This is an optimization exercise on Yosys and OpenROAD, whose aim is small area, not a production implementation.
The RTL was checked by simulation tests, not by an equivalence proof against the original design.

## flow/design.v

```verilog
module lif_neuron_grid #(
  parameter int WIDTH    = 8,
  parameter int LAYERS   = 3,
  parameter int WEIGHT_W = 4,
  parameter int THR_W    = 6,
  parameter int ACC_W    = 8,
  parameter int REFRAC   = 2
) (
  input  logic             clk,
  input  logic             rst_n,
  input  logic             tick,
  input  logic [WIDTH-1:0] spike_in,
  input  logic             cfg_en,
  input  logic             cfg_data,
  output logic             cfg_out,
  output logic [WIDTH-1:0] spike_out,
  output logic             spike_valid
);
  localparam int CFG_W = 20;
  localparam int N     = LAYERS*WIDTH;
  localparam int CHAIN = N*CFG_W;
  logic [CHAIN-1:0] chain_q;
  logic [N*8-1:0]   v_q, v_d;
  logic [N-1:0]     spk;
  logic             spike_valid_q;
  always_ff @(posedge clk or negedge rst_n) begin
    if (!rst_n)      chain_q <= '0;
    else if (cfg_en) chain_q <= {cfg_data, chain_q[CHAIN-1:1]};
  end
  always_ff @(posedge clk or negedge rst_n) begin
    if (!rst_n) begin
      v_q           <= '0;
      spike_valid_q <= 1'b0;
    end else begin
      v_q           <= v_d;
      spike_valid_q <= tick & ~cfg_en;
    end
  end
  genvar gl, gc;
  generate
    for (gl = 0; gl < LAYERS; gl++) begin : g_layer
      logic [WIDTH-1:0] src;
      if (gl == 0) begin : g_src_in
        assign src = spike_in;
      end else begin : g_src_prev
        assign src = spk[(gl-1)*WIDTH +: WIDTH];
      end
      for (gc = 0; gc < WIDTH; gc++) begin : g_col
        localparam int NI = gl*WIDTH + gc;
        logic [7:0] vq;
        assign vq      = v_q[NI*8 +: 8];
        assign spk[NI] = ~vq[7] & vq[6] & vq[0];
        if (gc == 0) begin : g_left_edge
          lif_neuron_left u_n (
            .v_q(vq), .cfg(chain_q[NI*CFG_W +: CFG_W]), .tap_l(1'b0), .tap_c(src[gc]),
            .tap_r(src[gc+1]), .tick(tick), .clr(cfg_en), .v_d(v_d[NI*8 +: 8]));
        end else if (gc == WIDTH-1) begin : g_right_edge
          lif_neuron_right u_n (
            .v_q(vq), .cfg(chain_q[NI*CFG_W +: CFG_W]), .tap_l(src[gc-1]), .tap_c(src[gc]),
            .tap_r(1'b0), .tick(tick), .clr(cfg_en), .v_d(v_d[NI*8 +: 8]));
        end else begin : g_mid
          lif_neuron_mid u_n (
            .v_q(vq), .cfg(chain_q[NI*CFG_W +: CFG_W]), .tap_l(src[gc-1]), .tap_c(src[gc]),
            .tap_r(src[gc+1]), .tick(tick), .clr(cfg_en), .v_d(v_d[NI*8 +: 8]));
        end
      end
    end
  endgenerate
  assign cfg_out     = chain_q[0];
  assign spike_out   = spk[N-1 -: WIDTH];
  assign spike_valid = spike_valid_q;
endmodule
module lif_neuron_mid (
  input  logic [7:0]  v_q,
  input  logic [19:0] cfg,
  input  logic        tap_l,
  input  logic        tap_c,
  input  logic        tap_r,
  input  logic        tick,
  input  logic        clr,
  output logic [7:0]  v_d
);
  logic [3:0] w_l, w_c, w_r;
  logic [5:0] thr;
  logic [1:0] leak;
  assign w_l  = cfg[3:0];
  assign w_c  = cfg[7:4];
  assign w_r  = cfg[11:8];
  assign thr  = cfg[17:12];
  assign leak = cfg[19:18];
  logic [3:0] u_l, u_c, u_r;
  assign u_l = {~(tap_l & w_l[3]), {3{tap_l}} & w_l[2:0]};
  assign u_c = {~(tap_c & w_c[3]), {3{tap_c}} & w_c[2:0]};
  assign u_r = {~(tap_r & w_r[3]), {3{tap_r}} & w_r[2:0]};
  logic [7:0] x;
  always_comb begin
    case (leak)
      2'd0:    x = v_q;
      2'd1:    x = {v_q[7], v_q[7:1]};
      2'd2:    x = {{2{v_q[7]}}, v_q[7:2]};
      default: x = {{3{v_q[7]}}, v_q[7:3]};
    endcase
  end
  logic [6:0] nx;
  assign nx = ~x[6:0];
  logic [8:0] raw;
  logic t1, t2, t3, t4, t5, t6, t7, t8, t9, t10, t11, t12, t13, t14, t15, t16, t17, t18, t19, t20, t21, t22, t23, t24, t25, t26, t27, t28, t29, t30, t31, t32, t33, t34, t35, t36, t37, t38, t39, t40, t41, t42, t43, t44, t45, t46, t47, t48, t49, t50, t51, t52, t53;
  fa u_t1 (.a(v_q[0]), .b(nx[0]), .c(u_l[0]), .s(t1), .co(t2));
  fa u_t3 (.a(v_q[1]), .b(nx[1]), .c(u_l[1]), .s(t3), .co(t4));
  fa u_t5 (.a(v_q[2]), .b(nx[2]), .c(u_l[2]), .s(t5), .co(t6));
  fa u_t7 (.a(v_q[3]), .b(nx[3]), .c(u_l[3]), .s(t7), .co(t8));
  ha u_t9 (.a(u_c[3]), .b(u_r[3]), .s(t9), .co(t10));
  ha u_t11 (.a(u_c[0]), .b(u_r[0]), .s(t11), .co(t12));
  fa u_t13 (.a(u_c[1]), .b(u_r[1]), .c(t2), .s(t13), .co(t14));
  fa u_t15 (.a(u_c[2]), .b(u_r[2]), .c(t4), .s(t15), .co(t16));
  assign t17 = ~(t6 ^ t7);
  assign t18 = t6 | t7;
  fa u_t19 (.a(v_q[4]), .b(nx[4]), .c(t8), .s(t19), .co(t20));
  ha u_t21 (.a(v_q[5]), .b(nx[5]), .s(t21), .co(t22));
  ha u_t23 (.a(v_q[6]), .b(nx[6]), .s(t23), .co(t24));
  assign t25 = ~t1;
  fa u_t26 (.a(t3), .b(t12), .c(t13), .s(t26), .co(t27));
  fa u_t28 (.a(t5), .b(t14), .c(t15), .s(t28), .co(t29));
  fa u_t30 (.a(t9), .b(t16), .c(t17), .s(t30), .co(t31));
  fa u_t32 (.a(t10), .b(t18), .c(t19), .s(t32), .co(t33));
  assign t34 = ~(t20 ^ t21);
  assign t35 = t20 | t21;
  assign t36 = ~(t22 ^ t23);
  assign t37 = t22 | t23;
  ha u_t38 (.a(t11), .b(t25), .s(t38), .co(t39));
  fa u_t40 (.a(t1), .b(t26), .c(t39), .s(t40), .co(t41));
  fa u_t42 (.a(t27), .b(t28), .c(t41), .s(t42), .co(t43));
  fa u_t44 (.a(t29), .b(t30), .c(t43), .s(t44), .co(t45));
  fa u_t46 (.a(t31), .b(t32), .c(t45), .s(t46), .co(t47));
  fa u_t48 (.a(t33), .b(t34), .c(t47), .s(t48), .co(t49));
  fa u_t50 (.a(t35), .b(t36), .c(t49), .s(t50), .co(t51));
  fa u_t52 (.a(t24), .b(t37), .c(t51), .s(t52), .co(t53));
  assign raw = {1'b1 ^ t53, t52, t50, t48, t46, t44, t42, t40, t38};
  logic [6:0] g;
  assign g[0] = 1'b1;
  always_comb begin
    for (int i = 0; i < 6; i++)
      g[i+1] = (raw[i] & ~thr[i]) | ((raw[i] | ~thr[i]) & g[i]);
  end
  logic thr_nz, ge, fire, in_ref, ovf_n;
  assign thr_nz = |thr;
  assign ge     = ~raw[8] & (raw[7] | raw[6] | g[6]);
  assign fire   = thr_nz & ge;
  assign in_ref = ~v_q[7] & v_q[6];
  assign ovf_n  = raw[8] & ~raw[7];
  logic h, act, nr, f, q, p;
  assign h   = ~tick & ~clr;
  assign act = tick & ~clr;
  assign nr  = act & ~in_ref;
  assign f   = nr & fire;
  assign q   = nr & ~fire & thr_nz;
  assign p   = q & ~ovf_n;
  assign v_d[7]   = (h & v_q[7]) | (q & raw[8]);
  assign v_d[6]   = (h & v_q[6]) | (act & in_ref & v_q[0]) | f | (p & raw[6]);
  assign v_d[5:1] = ({5{h}} & v_q[5:1]) | ({5{p}} & raw[5:1]);
  assign v_d[0]   = (h & v_q[0]) | f | (p & raw[0]);
endmodule
module lif_neuron_left (
  input  logic [7:0]  v_q,
  input  logic [19:0] cfg,
  input  logic        tap_l,
  input  logic        tap_c,
  input  logic        tap_r,
  input  logic        tick,
  input  logic        clr,
  output logic [7:0]  v_d
);
  logic [3:0] w_l, w_c, w_r;
  logic [5:0] thr;
  logic [1:0] leak;
  assign w_l  = cfg[3:0];
  assign w_c  = cfg[7:4];
  assign w_r  = cfg[11:8];
  assign thr  = cfg[17:12];
  assign leak = cfg[19:18];
  logic [3:0] u_l, u_c, u_r;
  assign u_l = 4'd8;
  assign u_c = {~(tap_c & w_c[3]), {3{tap_c}} & w_c[2:0]};
  assign u_r = {~(tap_r & w_r[3]), {3{tap_r}} & w_r[2:0]};
  logic [7:0] x;
  always_comb begin
    case (leak)
      2'd0:    x = v_q;
      2'd1:    x = {v_q[7], v_q[7:1]};
      2'd2:    x = {{2{v_q[7]}}, v_q[7:2]};
      default: x = {{3{v_q[7]}}, v_q[7:3]};
    endcase
  end
  logic [6:0] nx;
  assign nx = ~x[6:0];
  logic [8:0] raw;
  logic t1, t2, t3, t4, t5, t6, t7, t8, t9, t10, t11, t12, t13, t14, t15, t16, t17, t18, t19, t20, t21, t22, t23, t24, t25, t26, t27, t28, t29, t30, t31, t32, t33, t34, t35, t36, t37, t38, t39, t40, t41, t42, t43, t44, t45, t46, t47, t48, t49, t50, t51;
  ha u_t1 (.a(v_q[0]), .b(nx[0]), .s(t1), .co(t2));
  ha u_t3 (.a(v_q[1]), .b(nx[1]), .s(t3), .co(t4));
  ha u_t5 (.a(v_q[2]), .b(nx[2]), .s(t5), .co(t6));
  ha u_t7 (.a(v_q[3]), .b(nx[3]), .s(t7), .co(t8));
  ha u_t9 (.a(u_c[0]), .b(u_r[0]), .s(t9), .co(t10));
  fa u_t11 (.a(u_c[1]), .b(u_r[1]), .c(t2), .s(t11), .co(t12));
  fa u_t13 (.a(u_c[2]), .b(u_r[2]), .c(t4), .s(t13), .co(t14));
  fa u_t15 (.a(u_c[3]), .b(u_r[3]), .c(t6), .s(t15), .co(t16));
  assign t17 = ~(v_q[4] ^ nx[4]);
  assign t18 = v_q[4] | nx[4];
  ha u_t19 (.a(v_q[5]), .b(nx[5]), .s(t19), .co(t20));
  ha u_t21 (.a(v_q[6]), .b(nx[6]), .s(t21), .co(t22));
  assign t23 = ~t1;
  fa u_t24 (.a(t3), .b(t10), .c(t11), .s(t24), .co(t25));
  fa u_t26 (.a(t5), .b(t12), .c(t13), .s(t26), .co(t27));
  fa u_t28 (.a(t7), .b(t14), .c(t15), .s(t28), .co(t29));
  fa u_t30 (.a(t8), .b(t16), .c(t17), .s(t30), .co(t31));
  assign t32 = ~(t18 ^ t19);
  assign t33 = t18 | t19;
  assign t34 = ~(t20 ^ t21);
  assign t35 = t20 | t21;
  ha u_t36 (.a(t9), .b(t23), .s(t36), .co(t37));
  fa u_t38 (.a(t1), .b(t24), .c(t37), .s(t38), .co(t39));
  fa u_t40 (.a(t25), .b(t26), .c(t39), .s(t40), .co(t41));
  fa u_t42 (.a(t27), .b(t28), .c(t41), .s(t42), .co(t43));
  fa u_t44 (.a(t29), .b(t30), .c(t43), .s(t44), .co(t45));
  fa u_t46 (.a(t31), .b(t32), .c(t45), .s(t46), .co(t47));
  fa u_t48 (.a(t33), .b(t34), .c(t47), .s(t48), .co(t49));
  fa u_t50 (.a(t22), .b(t35), .c(t49), .s(t50), .co(t51));
  assign raw = {1'b1 ^ t51, t50, t48, t46, t44, t42, t40, t38, t36};
  logic [6:0] g;
  assign g[0] = 1'b1;
  always_comb begin
    for (int i = 0; i < 6; i++)
      g[i+1] = (raw[i] & ~thr[i]) | ((raw[i] | ~thr[i]) & g[i]);
  end
  logic thr_nz, ge, fire, in_ref, ovf_n;
  assign thr_nz = |thr;
  assign ge     = ~raw[8] & (raw[7] | raw[6] | g[6]);
  assign fire   = thr_nz & ge;
  assign in_ref = ~v_q[7] & v_q[6];
  assign ovf_n  = raw[8] & ~raw[7];
  logic h, act, nr, f, q, p;
  assign h   = ~tick & ~clr;
  assign act = tick & ~clr;
  assign nr  = act & ~in_ref;
  assign f   = nr & fire;
  assign q   = nr & ~fire & thr_nz;
  assign p   = q & ~ovf_n;
  assign v_d[7]   = (h & v_q[7]) | (q & raw[8]);
  assign v_d[6]   = (h & v_q[6]) | (act & in_ref & v_q[0]) | f | (p & raw[6]);
  assign v_d[5:1] = ({5{h}} & v_q[5:1]) | ({5{p}} & raw[5:1]);
  assign v_d[0]   = (h & v_q[0]) | f | (p & raw[0]);
endmodule
module lif_neuron_right (
  input  logic [7:0]  v_q,
  input  logic [19:0] cfg,
  input  logic        tap_l,
  input  logic        tap_c,
  input  logic        tap_r,
  input  logic        tick,
  input  logic        clr,
  output logic [7:0]  v_d
);
  logic [3:0] w_l, w_c, w_r;
  logic [5:0] thr;
  logic [1:0] leak;
  assign w_l  = cfg[3:0];
  assign w_c  = cfg[7:4];
  assign w_r  = cfg[11:8];
  assign thr  = cfg[17:12];
  assign leak = cfg[19:18];
  logic [3:0] u_l, u_c, u_r;
  assign u_l = {~(tap_l & w_l[3]), {3{tap_l}} & w_l[2:0]};
  assign u_c = {~(tap_c & w_c[3]), {3{tap_c}} & w_c[2:0]};
  assign u_r = 4'd8;
  logic [7:0] x;
  always_comb begin
    case (leak)
      2'd0:    x = v_q;
      2'd1:    x = {v_q[7], v_q[7:1]};
      2'd2:    x = {{2{v_q[7]}}, v_q[7:2]};
      default: x = {{3{v_q[7]}}, v_q[7:3]};
    endcase
  end
  logic [6:0] nx;
  assign nx = ~x[6:0];
  logic [8:0] raw;
  logic t1, t2, t3, t4, t5, t6, t7, t8, t9, t10, t11, t12, t13, t14, t15, t16, t17, t18, t19, t20, t21, t22, t23, t24, t25, t26, t27, t28, t29, t30, t31, t32, t33, t34, t35, t36, t37, t38, t39, t40, t41, t42, t43, t44, t45, t46, t47, t48, t49, t50, t51;
  ha u_t1 (.a(v_q[0]), .b(nx[0]), .s(t1), .co(t2));
  ha u_t3 (.a(v_q[1]), .b(nx[1]), .s(t3), .co(t4));
  ha u_t5 (.a(v_q[2]), .b(nx[2]), .s(t5), .co(t6));
  ha u_t7 (.a(v_q[3]), .b(nx[3]), .s(t7), .co(t8));
  ha u_t9 (.a(u_l[0]), .b(u_c[0]), .s(t9), .co(t10));
  fa u_t11 (.a(u_l[1]), .b(u_c[1]), .c(t2), .s(t11), .co(t12));
  fa u_t13 (.a(u_l[2]), .b(u_c[2]), .c(t4), .s(t13), .co(t14));
  fa u_t15 (.a(u_l[3]), .b(u_c[3]), .c(t6), .s(t15), .co(t16));
  assign t17 = ~(v_q[4] ^ nx[4]);
  assign t18 = v_q[4] | nx[4];
  ha u_t19 (.a(v_q[5]), .b(nx[5]), .s(t19), .co(t20));
  ha u_t21 (.a(v_q[6]), .b(nx[6]), .s(t21), .co(t22));
  assign t23 = ~t1;
  fa u_t24 (.a(t3), .b(t10), .c(t11), .s(t24), .co(t25));
  fa u_t26 (.a(t5), .b(t12), .c(t13), .s(t26), .co(t27));
  fa u_t28 (.a(t7), .b(t14), .c(t15), .s(t28), .co(t29));
  fa u_t30 (.a(t8), .b(t16), .c(t17), .s(t30), .co(t31));
  assign t32 = ~(t18 ^ t19);
  assign t33 = t18 | t19;
  assign t34 = ~(t20 ^ t21);
  assign t35 = t20 | t21;
  ha u_t36 (.a(t9), .b(t23), .s(t36), .co(t37));
  fa u_t38 (.a(t1), .b(t24), .c(t37), .s(t38), .co(t39));
  fa u_t40 (.a(t25), .b(t26), .c(t39), .s(t40), .co(t41));
  fa u_t42 (.a(t27), .b(t28), .c(t41), .s(t42), .co(t43));
  fa u_t44 (.a(t29), .b(t30), .c(t43), .s(t44), .co(t45));
  fa u_t46 (.a(t31), .b(t32), .c(t45), .s(t46), .co(t47));
  fa u_t48 (.a(t33), .b(t34), .c(t47), .s(t48), .co(t49));
  fa u_t50 (.a(t22), .b(t35), .c(t49), .s(t50), .co(t51));
  assign raw = {1'b1 ^ t51, t50, t48, t46, t44, t42, t40, t38, t36};
  logic [6:0] g;
  assign g[0] = 1'b1;
  always_comb begin
    for (int i = 0; i < 6; i++)
      g[i+1] = (raw[i] & ~thr[i]) | ((raw[i] | ~thr[i]) & g[i]);
  end
  logic thr_nz, ge, fire, in_ref, ovf_n;
  assign thr_nz = |thr;
  assign ge     = ~raw[8] & (raw[7] | raw[6] | g[6]);
  assign fire   = thr_nz & ge;
  assign in_ref = ~v_q[7] & v_q[6];
  assign ovf_n  = raw[8] & ~raw[7];
  logic h, act, nr, f, q, p;
  assign h   = ~tick & ~clr;
  assign act = tick & ~clr;
  assign nr  = act & ~in_ref;
  assign f   = nr & fire;
  assign q   = nr & ~fire & thr_nz;
  assign p   = q & ~ovf_n;
  assign v_d[7]   = (h & v_q[7]) | (q & raw[8]);
  assign v_d[6]   = (h & v_q[6]) | (act & in_ref & v_q[0]) | f | (p & raw[6]);
  assign v_d[5:1] = ({5{h}} & v_q[5:1]) | ({5{p}} & raw[5:1]);
  assign v_d[0]   = (h & v_q[0]) | f | (p & raw[0]);
endmodule
module fa (
  input  logic a,
  input  logic b,
  input  logic c,
  output logic s,
  output logic co
);
  assign s  = a ^ b ^ c;
  assign co = (a & b) | (a & c) | (b & c);
endmodule
module ha (
  input  logic a,
  input  logic b,
  output logic s,
  output logic co
);
  assign s  = a ^ b;
  assign co = a & b;
endmodule
```

## flow/run.sh

```bash
#!/bin/bash
# synth_recipe.tcl (not shown) runs the flow's synth.tcl, then flattens the netlist and writes it again
# the make line also repeats each setting of config.mk as NAME=value (left out here)
make -C /OpenROAD-flow-scripts/flow DESIGN_CONFIG=/design/flow/config.mk WORK_HOME=/design/flow/orfs CLKGATE_MAP_FILE= SYNTH_SCRIPT=/design/flow/synth_recipe.tcl finish
```

## flow/config.mk

```make
export PLATFORM = sky130hd
export DESIGN_NAME = lif_neuron_grid
export DESIGN_NICKNAME = lif_neuron_grid
export VERILOG_FILES = /design/flow/design.v
export SDC_FILE = /design/flow/constraint.sdc
export NUM_CORES = 4
export LEC_CHECK = 0
export CAP_MARGIN = 20
export CORE_MARGIN = 2
export CORE_UTILIZATION = 40
export SLEW_MARGIN = 20
export SYNTH_HIERARCHICAL = 1
```

## flow/constraint.sdc

```tcl
create_clock -name core_clock -period 7.5 [get_ports {clk}]
set_input_delay 1.5000 -clock core_clock [delete_from_list [all_inputs] [get_ports {clk}]]
set_output_delay 1.5000 -clock core_clock [all_outputs]
set_load 0.01 [all_outputs]
```

==> results of run 1 <==
==> metal layers <==
metal	GRT usage [%]	routed length, um	up-vias
li1	-	-	13200
met1	21.6	41900	14200
met2	23.8	40100	252
met3	1.94	2340	108
met4	3.75	1570	2
met5	0	13	-
==> area by class of cell <==
type	count	area, um2
Fill cell	10700	64700
Multi-Input combinational cell	2509	27200
Sequential cell	673	16800
Clock buffer	115	2310
Tap cell	1524	1910
Inverter	504	1890
Timing Repair Buffer	49	531
Clock inverter	28	324
==> sequential cells by signal (all words and copies together) (netlist names) <==
name,flops
v_q,192
chain_q,480
spike_valid_q,1
==> per-stage QoR <==
step                      utilization [%]  hold WS [ns]  area (um2)  setup slack (ns)
final                                44.1         0.498       51000             0.858
after global routing                 44.1         0.519       51000             0.695
after CTS                            44.1         0.500       51000             0.887
after detailed placement             41.8         0.491       48400             0.253
after global placement               41.8         0.484       48400             0.348
after floorplan                         -         0.475       46600              1.06
==> final timing paths <==
path,endpoint,slack [ns],from,cells past startpoint
worst max register to register,v_q[179]$_DFF_PN0_,1.29,chain_q[458]$_DFFE_PN0P_,16
worst min-delay path,chain_q[469]$_DFFE_PN0P_,0.50,chain_q[470]$_DFFE_PN0P_,1
worst max-delay path,v_q[19]$_DFF_PN0_,0.86,spike_in[1],16
max in group asynchronous,chain_q[63]$_DFFE_PN0P_,5.21,rst_n,2
min in group asynchronous,v_q[181]$_DFF_PN0_,0.87,rst_n,1
worst min register to register,chain_q[469]$_DFFE_PN0P_,0.50,chain_q[470]$_DFFE_PN0P_,1
==> flow_summary.yaml, run 1 <==
status:
  run_status: "timing/DRC/antenna clean"
cts:
  clock_latency_ns: 0.63
  cts_buffers: 79
  cts_sinks: 673
  cts.clk_slew.worst_paths_ns: 0.06
  cts-root-buf: "clkbuf_16"
  cts_tree: "yes"
  htreeDepth: 3
  clock_path_buffers: 3
  post_cts_buffers: 0
  post_cts_resized: 0
  hold_buffers: 0
route:
  via_per_inst: 5.13
  first_iter_violations: 1289
  ant_nets: 0
  vias: 27700
  dr.pass1.iters: 5
  wire_per_inst_um: 15.9
  drc: 0
  routed_wirelength_um: 85900
worst_setup_path:
  crit_path_top_delay_cell: "fa_1"
  critical_path_buf_inv_count: 1
  worstPathCellList: "clkdlybuf4s50_1 -> and2_1 -> fa_1 -> fa_1 -> fa_1 -> fa_1 -> fa_1 -> fa_1 -> fa_1 -> fa_1 -> fa_1 -> fa_1 -> a211oi_1 -> o22ai_1 -> a21oi_4 -> a32o_1"
  required_ns: 8.04
  path_delay_family: "adder cells"
  critPathMaxFanout: 7
  cp-end-kind: "flip-flop"
  crit_top_cell: "fa_1"
  criticalPathCategory: "in -> reg"
  max_stage_delay_ns: 0.52
  startpoint_type: "primary input"
  arrival_ns: 7.19
global_routing:
  antenna_found_initial: 2
  grt_pass1_wl_um: 152000
  grt_overflow: 0
  grt_usage_pct: 15.0
  grt_max_degree: 168
  grt_pass1_vias: 29700
place:
  dp_cells: 5259
  gp_congestion: 0.807
  place.port_buffers: 22
  dp_hpwl_um: 61500
job:
  drv_cap: 0
die:
  chipHeight_um: 345
  core-area_um2: 116000
  io_pins: 23
  dieArea_um2: 119000
  fp.dieW_um: 345
  row_count: 125
  initial_core_util_pct: 40.2
finish:
  nNetsFinal: 4447
  final_cell_mix: "dfrtp_1, inv_1, mux2_2, fa_1, ha_1"
  synthToLayoutAreaGrowth_pct: 9.55
  drive_above_1_share_pct: 21.5
  num_antenna_cells: 0
  fin_cells: 5402
  layout_commonest_cell: "dfrtp_1"
yosys:
  syn_area_per_cell_um2: 12.3
  yosys_warnings: 10
  synth_area_um2: 46600
  synthCells: 3788
timing:
  tightest_slew_ns: 1.01
  setup_viol: 0
  finalMaxSlewViolations: 0
  fin_tns_setup_ns: 0
  period_share_pct: 88.6
  finalCriticalPeriod_ns: 6.64
  hold_violations: 0
  fmax_mhz: 151
  rsz0062_at_grt: "false"
  skew_ns: 0.0169
  maxSlewHeadroom_pct: 32.8
worst_hold_path:
  worstHoldPathType: "reg -> reg"
==> inputs of run 2 (changes only) <==
--- a/flow/design.v
+++ b/flow/design.v
@@ -20,11 +20,52 @@
   localparam int N     = LAYERS*WIDTH;
   localparam int CHAIN = N*CFG_W;
-  logic [CHAIN-1:0] chain_q;
+  localparam int NR    = (N-1) + 12;    
+  localparam int NX    = CHAIN - NR;    
+  function automatic int rpos(input int r);
+    if (r < N-1) rpos = r*CFG_W;
+    else         rpos = (N-1)*CFG_W + (r - (N-1));
+  endfunction
+  function automatic int xpos(input int x);
+    if (x < (N-1)*(CFG_W-1)) xpos = (x/(CFG_W-1))*CFG_W + 1 + x%(CFG_W-1);
+    else                     xpos = (N-1)*CFG_W + 12 + (x - (N-1)*(CFG_W-1));
+  endfunction
+  logic [CHAIN-1:0] chain_q, chain_d;
+  logic [NR-1:0]    cr_q, cr_d;
+  logic [NX-1:0]    cx_q, cx_d;
+  logic [4:0]       nsh_q;              
+  logic             flushed, top_ok;
   logic [N*8-1:0]   v_q, v_d;
   logic [N-1:0]     spk;
   logic             spike_valid_q;
+  assign flushed = nsh_q[4] & nsh_q[1] & nsh_q[0];    
+  assign top_ok  = nsh_q[4] | nsh_q[3];               
+  always_comb begin
+    chain_d = {cfg_data, chain_q[CHAIN-1:1]};
+    for (int n = 0; n < N-1; n++)
+      chain_d[n*CFG_W] = chain_q[n*CFG_W + 1] & flushed;
+    chain_d[(N-1)*CFG_W + 11] = chain_q[(N-1)*CFG_W + 12] & top_ok;
+  end
+  genvar gr, gx;
+  generate
+    for (gr = 0; gr < NR; gr++) begin : g_cr
+      assign chain_q[rpos(gr)] = cr_q[gr];
+      assign cr_d[gr]          = chain_d[rpos(gr)];
+    end
+    for (gx = 0; gx < NX; gx++) begin : g_cx
+      assign chain_q[xpos(gx)] = cx_q[gx];
+      assign cx_d[gx]          = chain_d[xpos(gx)];
+    end
+  endgenerate
   always_ff @(posedge clk or negedge rst_n) begin
-    if (!rst_n)      chain_q <= '0;
-    else if (cfg_en) chain_q <= {cfg_data, chain_q[CHAIN-1:1]};
+    if (!rst_n) begin
+      cr_q  <= '0;
+      nsh_q <= '0;
+    end else if (cfg_en) begin
+      cr_q  <= cr_d;
+      if (!flushed) nsh_q <= nsh_q + 5'd1;
+    end
+  end
+  always_ff @(posedge clk) begin
+    if (cfg_en) cx_q <= cx_d;
   end
   always_ff @(posedge clk or negedge rst_n) begin
@@ -54,13 +95,13 @@
           lif_neuron_left u_n (
             .v_q(vq), .cfg(chain_q[NI*CFG_W +: CFG_W]), .tap_l(1'b0), .tap_c(src[gc]),
-            .tap_r(src[gc+1]), .tick(tick), .clr(cfg_en), .v_d(v_d[NI*8 +: 8]));
+            .tap_r(src[gc+1]), .tick(tick), .clr(cfg_en), .en(NI == N-1 ? top_ok : flushed), .v_d(v_d[NI*8 +: 8]));
         end else if (gc == WIDTH-1) begin : g_right_edge
           lif_neuron_right u_n (
             .v_q(vq), .cfg(chain_q[NI*CFG_W +: CFG_W]), .tap_l(src[gc-1]), .tap_c(src[gc]),
-            .tap_r(1'b0), .tick(tick), .clr(cfg_en), .v_d(v_d[NI*8 +: 8]));
+            .tap_r(1'b0), .tick(tick), .clr(cfg_en), .en(NI == N-1 ? top_ok : flushed), .v_d(v_d[NI*8 +: 8]));
         end else begin : g_mid
           lif_neuron_mid u_n (
             .v_q(vq), .cfg(chain_q[NI*CFG_W +: CFG_W]), .tap_l(src[gc-1]), .tap_c(src[gc]),
-            .tap_r(src[gc+1]), .tick(tick), .clr(cfg_en), .v_d(v_d[NI*8 +: 8]));
+            .tap_r(src[gc+1]), .tick(tick), .clr(cfg_en), .en(NI == N-1 ? top_ok : flushed), .v_d(v_d[NI*8 +: 8]));
         end
       end
@@ -79,4 +120,5 @@
   input  logic        tick,
   input  logic        clr,
+  input  logic        en,
   output logic [7:0]  v_d
 );
@@ -114,6 +156,5 @@
   fa u_t13 (.a(u_c[1]), .b(u_r[1]), .c(t2), .s(t13), .co(t14));
   fa u_t15 (.a(u_c[2]), .b(u_r[2]), .c(t4), .s(t15), .co(t16));
-  assign t17 = ~(t6 ^ t7);
-  assign t18 = t6 | t7;
+  fa u_t17 (.a(t6), .b(t7), .c(1'b1), .s(t17), .co(t18));
   fa u_t19 (.a(v_q[4]), .b(nx[4]), .c(t8), .s(t19), .co(t20));
   ha u_t21 (.a(v_q[5]), .b(nx[5]), .s(t21), .co(t22));
@@ -124,8 +165,6 @@
   fa u_t30 (.a(t9), .b(t16), .c(t17), .s(t30), .co(t31));
   fa u_t32 (.a(t10), .b(t18), .c(t19), .s(t32), .co(t33));
-  assign t34 = ~(t20 ^ t21);
-  assign t35 = t20 | t21;
-  assign t36 = ~(t22 ^ t23);
-  assign t37 = t22 | t23;
+  fa u_t34 (.a(t20), .b(t21), .c(1'b1), .s(t34), .co(t35));
+  fa u_t36 (.a(t22), .b(t23), .c(1'b1), .s(t36), .co(t37));
   ha u_t38 (.a(t11), .b(t25), .s(t38), .co(t39));
   fa u_t40 (.a(t1), .b(t26), .c(t39), .s(t40), .co(t41));
@@ -144,5 +183,5 @@
   end
   logic thr_nz, ge, fire, in_ref, ovf_n;
-  assign thr_nz = |thr;
+  assign thr_nz = en & (|thr);
   assign ge     = ~raw[8] & (raw[7] | raw[6] | g[6]);
   assign fire   = thr_nz & ge;
@@ -169,4 +208,5 @@
   input  logic        tick,
   input  logic        clr,
+  input  logic        en,
   output logic [7:0]  v_d
 );
@@ -204,6 +244,5 @@
   fa u_t13 (.a(u_c[2]), .b(u_r[2]), .c(t4), .s(t13), .co(t14));
   fa u_t15 (.a(u_c[3]), .b(u_r[3]), .c(t6), .s(t15), .co(t16));
-  assign t17 = ~(v_q[4] ^ nx[4]);
-  assign t18 = v_q[4] | nx[4];
+  fa u_t17 (.a(v_q[4]), .b(nx[4]), .c(1'b1), .s(t17), .co(t18));
   ha u_t19 (.a(v_q[5]), .b(nx[5]), .s(t19), .co(t20));
   ha u_t21 (.a(v_q[6]), .b(nx[6]), .s(t21), .co(t22));
@@ -213,8 +252,6 @@
   fa u_t28 (.a(t7), .b(t14), .c(t15), .s(t28), .co(t29));
   fa u_t30 (.a(t8), .b(t16), .c(t17), .s(t30), .co(t31));
-  assign t32 = ~(t18 ^ t19);
-  assign t33 = t18 | t19;
-  assign t34 = ~(t20 ^ t21);
-  assign t35 = t20 | t21;
+  fa u_t32 (.a(t18), .b(t19), .c(1'b1), .s(t32), .co(t33));
+  fa u_t34 (.a(t20), .b(t21), .c(1'b1), .s(t34), .co(t35));
   ha u_t36 (.a(t9), .b(t23), .s(t36), .co(t37));
   fa u_t38 (.a(t1), .b(t24), .c(t37), .s(t38), .co(t39));
@@ -233,5 +270,5 @@
   end
   logic thr_nz, ge, fire, in_ref, ovf_n;
-  assign thr_nz = |thr;
+  assign thr_nz = en & (|thr);
   assign ge     = ~raw[8] & (raw[7] | raw[6] | g[6]);
   assign fire   = thr_nz & ge;
@@ -258,4 +295,5 @@
   input  logic        tick,
   input  logic        clr,
+  input  logic        en,
   output logic [7:0]  v_d
 );
@@ -293,6 +331,5 @@
   fa u_t13 (.a(u_l[2]), .b(u_c[2]), .c(t4), .s(t13), .co(t14));
   fa u_t15 (.a(u_l[3]), .b(u_c[3]), .c(t6), .s(t15), .co(t16));
-  assign t17 = ~(v_q[4] ^ nx[4]);
-  assign t18 = v_q[4] | nx[4];
+  fa u_t17 (.a(v_q[4]), .b(nx[4]), .c(1'b1), .s(t17), .co(t18));
   ha u_t19 (.a(v_q[5]), .b(nx[5]), .s(t19), .co(t20));
   ha u_t21 (.a(v_q[6]), .b(nx[6]), .s(t21), .co(t22));
@@ -302,8 +339,6 @@
   fa u_t28 (.a(t7), .b(t14), .c(t15), .s(t28), .co(t29));
   fa u_t30 (.a(t8), .b(t16), .c(t17), .s(t30), .co(t31));
-  assign t32 = ~(t18 ^ t19);
-  assign t33 = t18 | t19;
-  assign t34 = ~(t20 ^ t21);
-  assign t35 = t20 | t21;
+  fa u_t32 (.a(t18), .b(t19), .c(1'b1), .s(t32), .co(t33));
+  fa u_t34 (.a(t20), .b(t21), .c(1'b1), .s(t34), .co(t35));
   ha u_t36 (.a(t9), .b(t23), .s(t36), .co(t37));
   fa u_t38 (.a(t1), .b(t24), .c(t37), .s(t38), .co(t39));
@@ -322,5 +357,5 @@
   end
   logic thr_nz, ge, fire, in_ref, ovf_n;
-  assign thr_nz = |thr;
+  assign thr_nz = en & (|thr);
   assign ge     = ~raw[8] & (raw[7] | raw[6] | g[6]);
   assign fire   = thr_nz & ge;
==> run 2 against run 1 <==
Worst hold slack lost 0.087 ns; still clean; critical path depth decreased by 1; wire length decreased by 0.75%; critical path type unchanged; via count decreased by 9.5%; largest cell class unchanged; non-clock buffer count rose by 14; register-to-register slack lost 0.29 ns; synthesized cell count decreased by 15%; sequential share of layout area rose by 6.9 points.
==> flow_summary.yaml, run 2 <==
die:
  row_count: 120
  core-area_um2: 107000
  dieArea_um2: 111000
  io_pins: 23
  chipHeight_um: 333
  fp.dieW_um: 333
  initial_core_util_pct: 40.3
yosys:
  syn_area_per_cell_um2: 13.5
  synth_area_um2: 43200
  synthCells: 3208
  yosys_warnings: 10
worst_setup_path:
  worstPathCellList: "clkdlybuf4s50_1 -> and2_1 -> fa_1 -> fa_1 -> fa_1 -> fa_1 -> fa_1 -> fa_1 -> fa_1 -> fa_1 -> fa_1 -> fa_1 -> nor2_1 -> a211oi_1 -> a32o_1"
  cp-end-kind: "flip-flop"
  criticalPathCategory: "in -> reg"
  crit_path_top_delay_cell: "a211oi_1"
  critPathMaxFanout: 7
  arrival_ns: 7.36
  crit_top_cell: "fa_1"
  required_ns: 8.05
  startpoint_type: "primary input"
  ff2ff_setup_slack_ns: 1.00
  max_stage_delay_ns: 0.70
cts:
  clock_path_buffers: 3
  cts_buffers: 80
  cts-root-buf: "clkbuf_16"
  post_cts_resized: 0
  cts.clk_slew.worst_paths_ns: 0.06
  cts_sinks: 678
  hold_buffers: 0
  post_cts_buffers: 0
  cts_tree: "yes"
  clock_latency_ns: 0.64
  htreeDepth: 3
finish:
  largest_reg_flops: 445
  synthToLayoutAreaGrowth_pct: 11.3
  fin_util_pct: 44.9
  seq_area_um2: 19200
  fin_cells: 4813
  layout_commonest_cell: "fa_1"
  final_cell_mix: "fa_1, edfxtp_1, inv_1, dfrtp_1, and2_1"
  n_fill_cell: 9685
  top_regs: "cx_q (445), v_q (192), cr_q (35)"
  multi_input_area_um2: 22800
  nNetsFinal: 3977
  regMostFlops: "cx_q"
  drive_above_1_share_pct: 10.2
  num_antenna_cells: 0
  design_area_um2: 48100
global_routing:
  use_met3_pct: 2.17
  antenna_found_initial: 0
  gr-usage-met2_pct: 24.8
  grt_max_degree: 97
  grt_usage_pct: 16.1
  grt_pass1_wl_um: 147000
  grt_overflow: 0
  grt_pass1_vias: 27300
  busiest_layer: "met2"
  use_met1_pct: 24.0
timing:
  setup_viol: 0
  fin_tns_setup_ns: 0
  skew_ns: 0.0224
  hold_violations: 0
  rsz0062_at_grt: "false"
  fmax_mhz: 147
  tightest_slew_ns: 0.988
  period_share_pct: 90.8
  maxSlewHeadroom_pct: 33.8
  finalCriticalPeriod_ns: 6.81
  finalMaxSlewViolations: 0
place:
  dp_cells: 4666
  dp_hpwl_um: 60900
  place.port_buffers: 22
  place_area_um2: 45400
  gp_congestion: 0.799
status:
  run_status: "timing/DRC/antenna clean"
route:
  vias: 25100
  wire_per_inst_um: 17.7
  dr.pass1.iters: 6
  ant_nets: 0
  drc: 0
  first_iter_violations: 1631
  routed_wirelength_um: 85300
  via_per_inst: 5.21
job:
  drv_cap: 0
worst_hold_path:
  worstHoldPathType: "reg -> reg"
[run 2: stage by stage]
stage	worst slack, ns	hold WS [ns]
finish	0.691	0.411
global route	0.504	0.416
CTS	0.725	0.411
detailed placement	0.0559	0.405
global placement	0.159	0.401
floorplan	0.950	0.400
[run 2: final cells by class]
cell class	instances	share of cell area, %
Clock buffer	102	4.49
Clock inverter	45	1.02
Inverter	287	2.24
Multi-Input combinational cell	2235	47.5
Sequential cell	678	39.9
Tap cell	1403	3.65
Timing Repair Buffer	63	1.14
[run 2: routing by layer]
metal,up-vias,routed length (um),share of wire [%]
li1,11700,-,-
met2,339,39000,46
met5,-,0,0
met3,124,2540,3.0
met1,12900,41800,49
met4,0,2010,2.4
[run 2: worst max-delay path: cells and delay by family]
kind            cells  cell delay [ns]
compound gates      2             0.98
fa+ha+maj          10             4.21
buf+inv             1             0.45
simple gates        2             0.22
[run 2: final timing paths]
path	startpoint	endpoint	cells past startpoint
setup / recovery	spike_in[0]	v_q[9]$_DFF_PN0_	15
hold / removal	cx_q[293]$_DFFE_PP_	cx_q[292]$_DFFE_PP_	0
setup reg to reg	v_q[48]$_DFF_PN0_	v_q[121]$_DFF_PN0_	15
hold reg to reg	cx_q[293]$_DFFE_PP_	cx_q[292]$_DFFE_PP_	0
max in group asynchronous	rst_n	v_q[42]$_DFF_PN0_	2
min in group asynchronous	rst_n	v_q[183]$_DFF_PN0_	1
==> inputs of run 3 (changes only) <==
--- a/flow/design.v
+++ b/flow/design.v
@@ -20,13 +20,13 @@
   localparam int N     = LAYERS*WIDTH;
   localparam int CHAIN = N*CFG_W;
-  localparam int NR    = (N-1) + 12;    
+  localparam int NR    = 1 + 12;        
   localparam int NX    = CHAIN - NR;    
   function automatic int rpos(input int r);
-    if (r < N-1) rpos = r*CFG_W;
-    else         rpos = (N-1)*CFG_W + (r - (N-1));
+    if (r == 0) rpos = 0;
+    else        rpos = (N-1)*CFG_W + (r - 1);
   endfunction
   function automatic int xpos(input int x);
-    if (x < (N-1)*(CFG_W-1)) xpos = (x/(CFG_W-1))*CFG_W + 1 + x%(CFG_W-1);
-    else                     xpos = (N-1)*CFG_W + 12 + (x - (N-1)*(CFG_W-1));
+    if (x < (N-1)*CFG_W - 1) xpos = x + 1;
+    else                     xpos = (N-1)*CFG_W + 12 + (x - ((N-1)*CFG_W - 1));
   endfunction
   logic [CHAIN-1:0] chain_q, chain_d;
@@ -38,5 +38,6 @@
   logic [N-1:0]     spk;
   logic             spike_valid_q;
-  assign flushed = nsh_q[4] & nsh_q[1] & nsh_q[0];    
+  logic             known_q;            
+  assign flushed = nsh_q[4] & nsh_q[2];               
   assign top_ok  = nsh_q[4] | nsh_q[3];               
   always_comb begin
@@ -71,11 +72,14 @@
   always_ff @(posedge clk or negedge rst_n) begin
     if (!rst_n) begin
-      v_q           <= '0;
       spike_valid_q <= 1'b0;
+      known_q       <= 1'b0;
     end else begin
-      v_q           <= v_d;
       spike_valid_q <= tick & ~cfg_en;
+      if (tick | cfg_en) known_q <= 1'b1;
     end
   end
+  always_ff @(posedge clk) begin
+    v_q <= v_d;
+  end
   genvar gl, gc;
   generate
@@ -109,5 +113,5 @@
   endgenerate
   assign cfg_out     = chain_q[0];
-  assign spike_out   = spk[N-1 -: WIDTH];
+  assign spike_out   = spk[N-1 -: WIDTH] & {WIDTH{known_q}};
   assign spike_valid = spike_valid_q;
 endmodule
@@ -196,5 +200,5 @@
   assign p   = q & ~ovf_n;
   assign v_d[7]   = (h & v_q[7]) | (q & raw[8]);
-  assign v_d[6]   = (h & v_q[6]) | (act & in_ref & v_q[0]) | f | (p & raw[6]);
+  assign v_d[6]   = (h & v_q[6]) | (act & en & in_ref & v_q[0]) | f | (p & raw[6]);
   assign v_d[5:1] = ({5{h}} & v_q[5:1]) | ({5{p}} & raw[5:1]);
   assign v_d[0]   = (h & v_q[0]) | f | (p & raw[0]);
@@ -283,5 +287,5 @@
   assign p   = q & ~ovf_n;
   assign v_d[7]   = (h & v_q[7]) | (q & raw[8]);
-  assign v_d[6]   = (h & v_q[6]) | (act & in_ref & v_q[0]) | f | (p & raw[6]);
+  assign v_d[6]   = (h & v_q[6]) | (act & en & in_ref & v_q[0]) | f | (p & raw[6]);
   assign v_d[5:1] = ({5{h}} & v_q[5:1]) | ({5{p}} & raw[5:1]);
   assign v_d[0]   = (h & v_q[0]) | f | (p & raw[0]);
@@ -370,5 +374,5 @@
   assign p   = q & ~ovf_n;
   assign v_d[7]   = (h & v_q[7]) | (q & raw[8]);
-  assign v_d[6]   = (h & v_q[6]) | (act & in_ref & v_q[0]) | f | (p & raw[6]);
+  assign v_d[6]   = (h & v_q[6]) | (act & en & in_ref & v_q[0]) | f | (p & raw[6]);
   assign v_d[5:1] = ({5{h}} & v_q[5:1]) | ({5{p}} & raw[5:1]);
   assign v_d[0]   = (h & v_q[0]) | f | (p & raw[0]);
--- a/flow/config.mk
+++ b/flow/config.mk
@@ -8,5 +8,8 @@
 export CAP_MARGIN = 20
 export CORE_MARGIN = 2
-export CORE_UTILIZATION = 40
+export CORE_UTILIZATION = 60
+export CTS_BUF_LIST = sky130_fd_sc_hd__clkbuf_16
+export CTS_CLUSTER_DIAMETER = 50
+export CTS_CLUSTER_SIZE = 22
 export SLEW_MARGIN = 20
 export SYNTH_HIERARCHICAL = 1
==> run 3 against run 2 <==
Die area down 34%; cell count shrank 9.9%; maximum frequency is 0.54% lower; worst hold slack worse by 0.0025 ns; critical path type unchanged; utilization grew 23 points; synthesized cell count decreased by 0.75%; first-iteration DRC count up 13%; worst setup slack worse by 0.037 ns; sequential cell count up 1; register-to-register slack got worse by 0.17 ns.
==> flow_summary.yaml, run 3 <==
status:
  run_status: "timing/DRC/antenna clean"
route:
  routed_wirelength_um: 86000
  drc: 0
  wire_per_inst_um: 19.8
  via_per_inst: 5.93
  vias: 25700
  dr.pass1.iters: 5
  first_iter_violations: 1845
  ant_nets: 0
cts:
  cts_sinks: 679
  htreeDepth: 3
  post_cts_buffers: 0
  post_cts_resized: 0
  hold_buffers: 0
  clock_path_buffers: 3
  cts.clk_slew.worst_paths_ns: 0.07
  cts-root-buf: "clkbuf_16"
  cts_tree: "yes"
  clock_latency_ns: 0.64
  cts_buffers: 87
timing:
  setup_viol: 0
  finalCriticalPeriod_ns: 6.85
  skew_ns: 0.0242
  hold_violations: 0
  finalWorstSetupSlack_ns: 0.654
  maxSlewHeadroom_pct: 31.5
  finalMaxSlewViolations: 0
  tightest_slew_ns: 1.02
  rsz0062_at_grt: "false"
  period_share_pct: 91.3
  fin_tns_setup_ns: 0
  fmax_mhz: 146
finish:
  top_regs: "cx_q (467), v_q (192), cr_q (13)"
  regMostFlops: "cx_q"
  nNetsFinal: 3952
  n_fill_cell: 5137
  drive_above_1_share_pct: 13.3
  layout_commonest_cell: "fa_1"
  largest_reg_flops: 467
  num_antenna_cells: 0
  fin_util_pct: 67.4
  final_cell_mix: "fa_1, edfxtp_1, nand2_1, and2_1"
  synthToLayoutAreaGrowth_pct: 11.1
worst_setup_path:
  critPathMaxFanout: 5
  criticalPathCategory: "in -> reg"
  reg2reg_from: "v_q[104]$_DFF_P_"
  endpoint: "v_q[13]$_DFF_P_"
  arrival_ns: 7.42
  reg2reg_depth: 17
  crit_start: "spike_in[0]"
  cp-end-kind: "flip-flop"
  ff2ff_setup_slack_ns: 0.83
  rr_endpoint: "v_q[178]$_DFF_P_"
  required_ns: 8.08
  startpoint_type: "primary input"
yosys:
  yosys_warnings: 10
  synthCells: 3184
  synth_area_um2: 42700
  syn_area_per_cell_um2: 13.4
worst_hold_path:
  worstHoldPathType: "reg -> reg"
global_routing:
  grt_max_degree: 122
  antenna_found_initial: 3
  busiest_layer: "met2"
  grt_usage_pct: 24.5
  grt_overflow: 0
  grt_pass1_vias: 28000
  use_met1_pct: 34.8
  grt_pass1_wl_um: 146000
  use_met3_pct: 3.50
  gr-usage-met2_pct: 39.9
die:
  dieArea_um2: 73300
  core-area_um2: 70300
  initial_core_util_pct: 60.7
  chipHeight_um: 271
  row_count: 97
  io_pins: 23
  fp.dieW_um: 271
job:
  drv_cap: 0
place:
  pre_cts_ws_ns: 0.0344
  place.port_buffers: 22
  dp_hpwl_um: 61700
  gp_congestion: 0.878
==> run 3: how the worst min path moves through the flow <==
stage | start | end | slack (ns) | cells after the start
5_1_grt | cx_q[162]$_DFFE_PP_ | cx_q[161]$_DFFE_PP_ | 0.43 | 0
6_report | cx_q[309]$_DFFE_PP_ | cx_q[308]$_DFFE_PP_ | 0.41 | 0
2_1_floorplan | cx_q[1]$_DFFE_PP_ | cx_q[0]$_DFFE_PP_ | 0.40 | 0
3_5_place_dp | cx_q[161]$_DFFE_PP_ | cx_q[160]$_DFFE_PP_ | 0.40 | 0
3_3_place_gp | cx_q[310]$_DFFE_PP_ | cx_q[309]$_DFFE_PP_ | 0.40 | 0
4_1_cts | cx_q[309]$_DFFE_PP_ | cx_q[308]$_DFFE_PP_ | 0.42 | 0
==> run 3: metal layers <==
metal  part of all wire [%]  up-vias
li1                       -    11800
met1                     45    13100
met2                     48      571
met3                    4.2      167
met4                    2.5        2
met5                  0.015        -
==> run 3: per-stage QoR <==
| step | hold slack (ns) | area [um2] | instances |
|---|---|---|---|
| final | 0.408 | 47400 | 4335 |
| after global routing | 0.433 | 47400 | 4335 |
| after CTS | 0.415 | 47400 | 4335 |
| after detailed placement | 0.405 | 44300 | 4171 |
| after global placement | 0.402 | 44300 | 4171 |
| after floorplan | 0.400 | 42800 | 3232 |
==> run 3: final cells by class <==
class | count | area, um2 | share of cell area [%]
Tap cell | 940 | 1180 | 2.48
Inverter | 206 | 773 | 1.63
Clock buffer | 89 | 2230 | 4.70
Sequential cell | 679 | 18400 | 38.8
Timing Repair Buffer | 53 | 493 | 1.04
Clock inverter | 75 | 883 | 1.86
Multi-Input combinational cell | 2293 | 23500 | 49.5
==> run 3: worst max-delay path, cell delays in order <==
cell and delay [ns]:
clkdlybuf4s50_1 0.41, and2_1 0.16, fa_1 0.39, fa_1 0.51, fa_1 0.43, fa_1 0.43, fa_1 0.40, fa_1 0.39
fa_1 0.40, fa_1 0.39, fa_1 0.39, fa_1 0.50, or2_1 0.28, a221oi_1 0.40, a21o_2 0.26, a32o_2 0.19
==> inputs of run 4 (changes only) <==
--- a/flow/config.mk
+++ b/flow/config.mk
@@ -9,7 +9,4 @@
 export CORE_MARGIN = 2
 export CORE_UTILIZATION = 60
-export CTS_BUF_LIST = sky130_fd_sc_hd__clkbuf_16
-export CTS_CLUSTER_DIAMETER = 50
-export CTS_CLUSTER_SIZE = 22
 export SLEW_MARGIN = 20
 export SYNTH_HIERARCHICAL = 1
==> run 4 against run 3 <==
Worst hold slack gained 0.015 ns; critical path depth unchanged; largest cell class unchanged; design area decreased by 1.3%.
==> flow_summary.yaml, run 4 <==
status:
  run_status: "timing/DRC/antenna clean"
cts:
  hold_buffers: 0
  cts.clk_slew.worst_paths_ns: 0.06
  clock_latency_ns: 0.61
  cts_tree: "yes"
  post_cts_buffers: 0
  cts-root-buf: "clkbuf_16"
  cts_sinks: 679
  htreeDepth: 3
  post_cts_resized: 0
  clock_path_buffers: 3
  cts_buffers: 77
finish:
  regMostFlops: "cx_q"
  num_antenna_cells: 0
  top_regs: "cx_q (467), v_q (192), cr_q (13)"
  nNetsFinal: 3942
  final_cell_mix: "fa_1, edfxtp_1, nand2_1, and2_1"
  synthToLayoutAreaGrowth_pct: 9.62
  drive_above_1_share_pct: 11.9
  largest_reg_flops: 467
  layout_commonest_cell: "fa_1"
place:
  place.port_buffers: 22
  pre_cts_ws_ns: 0.0344
  dp_hpwl_um: 61700
  gp_congestion: 0.878
global_routing:
  grt_pass1_wl_um: 145000
  grt_max_degree: 122
  grt_pass1_vias: 27800
  grt_usage_pct: 24.5
  antenna_found_initial: 3
  grt_overflow: 0
yosys:
  synthCells: 3184
  yosys_warnings: 10
  synth_area_um2: 42700
  syn_area_per_cell_um2: 13.4
die:
  row_count: 97
  initial_core_util_pct: 60.7
  fp.dieW_um: 271
  dieArea_um2: 73300
  io_pins: 23
  core-area_um2: 70300
  chipHeight_um: 271
worst_setup_path:
  crit_top_cell: "fa_1"
  critPathMaxFanout: 5
  max_stage_delay_ns: 0.51
  cp-end-kind: "flip-flop"
  worstPathCellList: "clkdlybuf4s50_1 -> and2_1 -> fa_1 -> fa_1 -> fa_1 -> fa_1 -> fa_1 -> fa_1 -> fa_1 -> fa_1 -> fa_1 -> fa_1 -> or2_1 -> a221oi_1 -> a21o_2 -> a32o_2"
  criticalPathCategory: "in -> reg"
  startpoint_type: "primary input"
  arrival_ns: 7.43
  required_ns: 8.05
  crit_path_top_delay_cell: "fa_1"
timing:
  finalMaxSlewViolations: 0
  skew_ns: 0.0116
  period_share_pct: 91.7
  setup_viol: 0
  finalCriticalPeriod_ns: 6.88
  fin_tns_setup_ns: 0
  tightest_slew_ns: 1.05
  hold_violations: 0
  fmax_mhz: 145
  maxSlewHeadroom_pct: 29.8
  finalWorstSetupSlack_ns: 0.620
  rsz0062_at_grt: "false"
job:
  drv_cap: 0
route:
  drc: 0
  via_per_inst: 5.93
  vias: 25600
  first_iter_violations: 1875
  wire_per_inst_um: 19.9
  routed_wirelength_um: 85800
  dr.pass1.iters: 5
  ant_nets: 0
worst_hold_path:
  worstHoldPathType: "reg -> reg"
## run 4: final timing paths
path                                     startpoint                   end  slack (ns)  depth (start not counted)
worst max-delay path                    spike_in[0]       v_q[13]$_DFF_P_        0.62                         16
worst min-delay path            cx_q[309]$_DFFE_PP_   cx_q[308]$_DFFE_PP_        0.42                          0
worst max register to register     v_q[104]$_DFF_P_      v_q[180]$_DFF_P_        0.84                         17
worst min register to register  cx_q[309]$_DFFE_PP_   cx_q[308]$_DFFE_PP_        0.42                          0
max in group asynchronous                     rst_n  nsh_q[4]$_DFFE_PN0P_        5.51                          1
min in group asynchronous                     rst_n   cr_q[3]$_DFFE_PN0P_        1.39                          1
## run 4: final cells by class
| class | instances | area [um2] |
|---|---|---|
| well taps | 940 | 1180 |
| clock buffers | 117 | 2290 |
| flip-flops and latches | 679 | 18400 |
| fillers | 5141 | 23500 |
| multi-input cells | 2293 | 23500 |
| clock inverters | 24 | 194 |
| repair buffers | 53 | 493 |
| inverters | 206 | 773 |
## run 4: stage by stage
stage | std cells | util [%] | instance area, um2 | hold slack, ns
2_1_floorplan | 3232 | - | 42800 | 0.400
4_1_cts | 4312 | 66.6 | 46800 | 0.420
3_3_place_gp | 4171 | 63.0 | 44300 | 0.402
5_1_grt | 4312 | 66.6 | 46800 | 0.436
6_report | 4312 | 66.6 | 46800 | 0.423
3_5_place_dp | 4171 | 63.0 | 44300 | 0.405
## run 4: layer usage
metal	vias to the layer above	global-route usage [%]	part of all wire, %	wire length [um]
li1	11800	-	-	-
met1	13100	34.9	45	39000
met2	502	39.8	49	41700
met3	153	3.51	3.7	3150
met4	2	6.32	2.3	2010
met5	-	0	0.015	13
## run 4: critical path: cells and delay by family
kind,cells,cell delay (ns)
fa+ha+maj,10,4.23
compound gates,3,0.85
simple gates,2,0.44
buf+inv,1,0.41
==> inputs of run 5 (changes only) <==
--- a/flow/config.mk
+++ b/flow/config.mk
@@ -9,4 +9,7 @@
 export CORE_MARGIN = 2
 export CORE_UTILIZATION = 60
+export CTS_BUF_LIST = sky130_fd_sc_hd__clkbuf_16
+export CTS_CLUSTER_DIAMETER = 60
+export CTS_CLUSTER_SIZE = 30
 export SLEW_MARGIN = 20
 export SYNTH_HIERARCHICAL = 1
==> run 5 against run 4 <==
Wire length down 0.96%; synthesized cell count did not move; count of clock-buffer cells in the layout decreased by 58; area after synthesis stayed put; first-iteration DRC count shrank 2.5%; utilization is 0.42 points lower; cell count fell by 0.70%; non-clock buffer count unchanged; critical path depth stayed put; critical endpoint unchanged; largest cell class unchanged.
==> flow_summary.yaml, run 5 <==
finish:
  num_antenna_cells: 0
  fin_cells: 4282
  nNetsFinal: 3924
  layout_commonest_cell: "fa_1"
  n_fill_cell: 5186
  largest_reg_flops: 467
  final_cell_mix: "fa_1, edfxtp_1, nand2_1, and2_1"
  drive_above_1_share_pct: 12.0
  top_regs: "cx_q (467), v_q (192), cr_q (13)"
  synthToLayoutAreaGrowth_pct: 8.93
  regMostFlops: "cx_q"
global_routing:
  grt_max_degree: 122
  grt_overflow: 0
  antenna_found_initial: 2
  grt_pass1_wl_um: 145000
  grt_pass1_vias: 27600
  grt_usage_pct: 24.2
cts:
  cts_buffers: 59
  cts_sinks: 679
  cts-root-buf: "clkbuf_16"
  htreeDepth: 2
  post_cts_resized: 0
  cts_tree: "yes"
  cts.clk_slew.worst_paths_ns: 0.09
  clock_path_buffers: 3
  hold_buffers: 0
  clock_latency_ns: 0.66
  post_cts_buffers: 0
place:
  place.port_buffers: 22
  gp_congestion: 0.878
  dp_hpwl_um: 61700
  dp_cells: 4171
timing:
  rsz0062_at_grt: "false"
  finalMaxSlewViolations: 0
  skew_ns: 0.0413
  fin_tns_setup_ns: 0
  fmax_mhz: 145
  period_share_pct: 91.6
  maxSlewHeadroom_pct: 32.6
  tightest_slew_ns: 1.01
  hold_violations: 0
  setup_viol: 0
  finalCriticalPeriod_ns: 6.87
die:
  dieArea_um2: 73300
  initial_core_util_pct: 60.7
  row_count: 97
  io_pins: 23
  fp.dieW_um: 271
  core-area_um2: 70300
  chipHeight_um: 271
worst_setup_path:
  rr_endpoint: "v_q[178]$_DFF_P_"
  reg2reg_from: "v_q[104]$_DFF_P_"
  reg2reg_depth: 17
  required_ns: 8.09
  arrival_ns: 7.47
  startpoint_type: "primary input"
  criticalPathCategory: "in -> reg"
  critPathMaxFanout: 5
  cp-end-kind: "flip-flop"
  ff2ff_setup_slack_ns: 0.87
yosys:
  syn_area_per_cell_um2: 13.4
  yosys_warnings: 10
  synth_area_um2: 42700
  synthCells: 3184
route:
  wire_per_inst_um: 19.9
  drc: 0
  via_per_inst: 5.91
  ant_nets: 0
  routed_wirelength_um: 85000
  vias: 25300
  first_iter_violations: 1828
  dr.pass1.iters: 6
worst_hold_path:
  worstHoldPathCells: 0
  min_from: "cx_q[309]$_DFFE_PP_"
  min_to: "cx_q[308]$_DFFE_PP_"
  worstHoldPathType: "reg -> reg"
job:
  drv_cap: 0
status:
  run_status: "timing/DRC/antenna clean"
-- run 5: changes by cell type in the layout (fill, tap and decap cells not counted), sizes merged --
cell,delta
inv,+25
clkinvlp,+2
clkinv,+1
clkbuf,-58
-- run 5: stage by stage --
stage,util [%],instance area [um2],hold slack (ns),setup slack [ns]
5_1_grt,66.1,46500,0.438,0.384
3_5_place_dp,63.0,44300,0.405,0.0344
2_1_floorplan,-,42800,0.400,0.835
4_1_cts,66.1,46500,0.422,0.723
3_3_place_gp,63.0,44300,0.402,0.167
6_report,66.1,46500,0.416,0.627
-- run 5: cell type report --
class,count,area [um2],share of cell area [%]
Sequential cell,679,18400,39.5
Clock buffer,59,1480,3.18
Multi-Input combinational cell,2293,23500,50.5
Tap cell,940,1180,2.53
Clock inverter,52,718,1.55
Timing Repair Buffer,53,493,1.06
Inverter,206,773,1.66
-- run 5: per-layer routing --
layer  up-vias  part of all wire (%)  track usage (%)
li1      11700                     -                -
met1     13000                    46             34.9
met2       445                    49             39.8
met3       117                   3.4             2.69
met4         2                   2.1             6.06
met5         -                 0.015                0
-- run 5: worst max path at each step --
stage / startpoint / to / slack, ns / cells after the start
after floorplan: spike_in[0] / v_q[10]$_DFF_P_ / 0.83 / 15
after global placement: spike_in[1] / v_q[22]$_DFF_P_ / 0.17 / 17
after detailed placement: spike_in[5] / v_q[54]$_DFF_P_ / 0.03 / 17
after CTS: spike_in[1] / v_q[19]$_DFF_P_ / 0.72 / 16
after global routing: spike_in[1] / v_q[18]$_DFF_P_ / 0.38 / 16
final: spike_in[0] / v_q[13]$_DFF_P_ / 0.63 / 16
-- run 5: worst max-delay path, stage by stage --
cell             delay (ns)
clkdlybuf4s50_1        0.41
and2_1                 0.16
fa_1                   0.39
fa_1                   0.51
fa_1                   0.43
fa_1                   0.43
fa_1                   0.40
fa_1                   0.39
fa_1                   0.40
fa_1                   0.39
fa_1                   0.39
fa_1                   0.50
or2_1                  0.28
a221oi_1               0.43
a21o_2                 0.27
a32o_2                 0.18
==> inputs of run 6 (changes only) <==
--- a/flow/design.v
+++ b/flow/design.v
@@ -181,6 +181,6 @@
   assign raw = {1'b1 ^ t53, t52, t50, t48, t46, t44, t42, t40, t38};
   logic [6:0] g;
-  assign g[0] = 1'b1;
   always_comb begin
+    g[0] = 1'b1;
     for (int i = 0; i < 6; i++)
       g[i+1] = (raw[i] & ~thr[i]) | ((raw[i] | ~thr[i]) & g[i]);
@@ -268,6 +268,6 @@
   assign raw = {1'b1 ^ t51, t50, t48, t46, t44, t42, t40, t38, t36};
   logic [6:0] g;
-  assign g[0] = 1'b1;
   always_comb begin
+    g[0] = 1'b1;
     for (int i = 0; i < 6; i++)
       g[i+1] = (raw[i] & ~thr[i]) | ((raw[i] | ~thr[i]) & g[i]);
@@ -355,6 +355,6 @@
   assign raw = {1'b1 ^ t51, t50, t48, t46, t44, t42, t40, t38, t36};
   logic [6:0] g;
-  assign g[0] = 1'b1;
   always_comb begin
+    g[0] = 1'b1;
     for (int i = 0; i < 6; i++)
       g[i+1] = (raw[i] & ~thr[i]) | ((raw[i] | ~thr[i]) & g[i]);
==> run 6 against run 5 <==
Wire length stayed put; cell count unchanged; first-iteration DRC count unchanged; critical path type unchanged; critical endpoint unchanged; largest cell class unchanged.
==> flow_summary.yaml, run 6 <==
global_routing:
  grt_pass1_vias: 27600
  grt_pass1_wl_um: 145000
  grt_usage_pct: 24.2
  antenna_found_initial: 2
  grt_max_degree: 122
  grt_overflow: 0
finish:
  top_regs: "cx_q (467), v_q (192), cr_q (13)"
  largest_reg_flops: 467
  synthToLayoutAreaGrowth_pct: 8.93
  final_cell_mix: "fa_1, edfxtp_1, nand2_1, and2_1"
  layout_commonest_cell: "fa_1"
  drive_above_1_share_pct: 12.0
  regMostFlops: "cx_q"
  nNetsFinal: 3924
  num_antenna_cells: 0
  design_area_um2: 46500
  fin_util_pct: 66.1
  fin_cells: 4282
place:
  dp_cells: 4171
  pre_cts_ws_ns: 0.0344
  gp_congestion: 0.878
  place_area_um2: 44300
  place.port_buffers: 22
  dp_hpwl_um: 61700
worst_setup_path:
  critPathMaxFanout: 5
  max_stage_delay_ns: 0.51
  rr_endpoint: "v_q[178]$_DFF_P_"
  criticalPathCategory: "in -> reg"
  path_delay_family: "adder cells"
  cp-end-kind: "flip-flop"
  required_ns: 8.09
  crit_path_top_delay_cell: "fa_1"
  arrival_ns: 7.47
  reg2reg_depth: 17
  critical_path_buf_inv_count: 1
  worstPathCellList: "clkdlybuf4s50_1 -> and2_1 -> fa_1 -> fa_1 -> fa_1 -> fa_1 -> fa_1 -> fa_1 -> fa_1 -> fa_1 -> fa_1 -> fa_1 -> or2_1 -> a221oi_1 -> a21o_2 -> a32o_2"
  startpoint_type: "primary input"
  crit_top_cell: "fa_1"
  reg2reg_from: "v_q[104]$_DFF_P_"
  ff2ff_setup_slack_ns: 0.87
route:
  first_iter_violations: 1828
  wl_met2_um: 41300
  wl_met1_um: 39000
  vias: 25300
  met3_length_um: 2910
  ant_nets: 0
  routed_wirelength_um: 85000
  via_per_inst: 5.91
  dr.pass1.iters: 6
  drc: 0
  wire_per_inst_um: 19.9
  highest_layer: "met5"
timing:
  period_share_pct: 91.6
  fmax_mhz: 145
  hold_violations: 0
  maxSlewHeadroom_pct: 32.6
  setup_viol: 0
  tightest_slew_ns: 1.01
  finalWorstSetupSlack_ns: 0.627
  finalCriticalPeriod_ns: 6.87
  rsz0062_at_grt: "false"
  fin_tns_setup_ns: 0
  skew_ns: 0.0413
  finalMaxSlewViolations: 0
  whs_ns: 0.416
cts:
  clock_latency_ns: 0.66
  clock_path_buffers: 3
  cts_tree: "yes"
  post_cts_resized: 0
  cts_buffers: 59
  cts.clk_slew.worst_paths_ns: 0.09
  post_cts_buffers: 0
  hold_buffers: 0
  cts-root-buf: "clkbuf_16"
  cts_sinks: 679
  htreeDepth: 2
die:
  io_pins: 23
  core-area_um2: 70300
  initial_core_util_pct: 60.7
  row_count: 97
  fp.dieW_um: 271
  dieArea_um2: 73300
  chipHeight_um: 271
worst_hold_path:
  min_from: "cx_q[309]$_DFFE_PP_"
  worstHoldPathType: "reg -> reg"
  worstHoldPathCells: 0
  min_to: "cx_q[308]$_DFFE_PP_"
yosys:
  yosys_warnings: 10
  synth_area_um2: 42700
  syn_area_per_cell_um2: 13.4
  synthCells: 3184
status:
  run_status: "timing/DRC/antenna clean"
job:
  drv_cap: 0
-- run 6: layer usage --
layer | vias to the layer above | GRT usage [%]
li1 | 11700 | -
met1 | 13000 | 34.9
met2 | 445 | 39.8
met3 | 117 | 2.69
met4 | 2 | 6.06
met5 | - | 0
-- run 6: worst max-delay path by stage --
stage | startpoint | endpoint | slack [ns] | cells past startpoint
final | spike_in[0] | v_q[13]$_DFF_P_ | 0.63 | 16
after global routing | spike_in[1] | v_q[18]$_DFF_P_ | 0.38 | 16
after detailed placement | spike_in[5] | v_q[54]$_DFF_P_ | 0.03 | 17
after CTS | spike_in[1] | v_q[19]$_DFF_P_ | 0.72 | 16
after global placement | spike_in[1] | v_q[22]$_DFF_P_ | 0.17 | 17
after floorplan | spike_in[0] | v_q[10]$_DFF_P_ | 0.83 | 15
-- run 6: final cells by class --
cell class              count  area (um2)
fillers                  5186       23800
multi-input cells        2293       23500
flip-flops and latches    679       18400
clock buffers              59        1480
well taps                 940        1180
inverters                 206         773
clock inverters            52         718
repair buffers             53         493
-- run 6: worst reg2reg max path: stages (launching register included) --
cell and delay (ns):
dfxtp_1 0.47, nand2_1 0.08, nor2_1 0.59, and2_1 0.29, fa_1 0.21, fa_1 0.44, fa_1 0.48, fa_1 0.43
fa_1 0.39, fa_1 0.41, fa_1 0.43, fa_1 0.40, fa_1 0.39, fa_1 0.49, or2_1 0.27, a221oi_1 0.38
a21o_2 0.27, a32o_2 0.18

what the ideal ports hide:
The results above use ideal ports. As a check the final layouts listed here were re-extracted and re-timed, cells and wires unchanged. Step 1: set_driving_cell puts a clkbuf_16 on clk and a buf_2 on each other input, an assumption about the parent block. Step 2 adds t to the input delays and takes it off the output delays; t is the mean of the earliest and latest rising clock arrival at the registers after step 1. Input paths then give back, and output paths get back, about the clock's delay inside the block. Slacks: no drivers / after step 1 / after step 2; pairs: no drivers / after step 1.
run | shift t [ns] | setup slack, ns | worst setup path after step 2 | cell pins on the clock port's net
run 1 | 0.680 | 0.858 / 0.902 / 0.222 | input to register | 1
run 2 | 0.688 | 0.691 / 0.735 / 0.047 | input to register | 1
run 3 | 0.706 | 0.654 / 0.699 / -0.007 | input to register | 1
run 4 | 0.676 | 0.620 / 0.667 / -0.009 | input to register | 1
run 5 | 0.707 | 0.627 / 0.672 / -0.034 | input to register | 1
run 6 | 0.707 | 0.627 / 0.672 / -0.034 | input to register | 1
Met with ideal ports but missed after step 2: setup timing in run 3, run 4, run 5 and run 6.
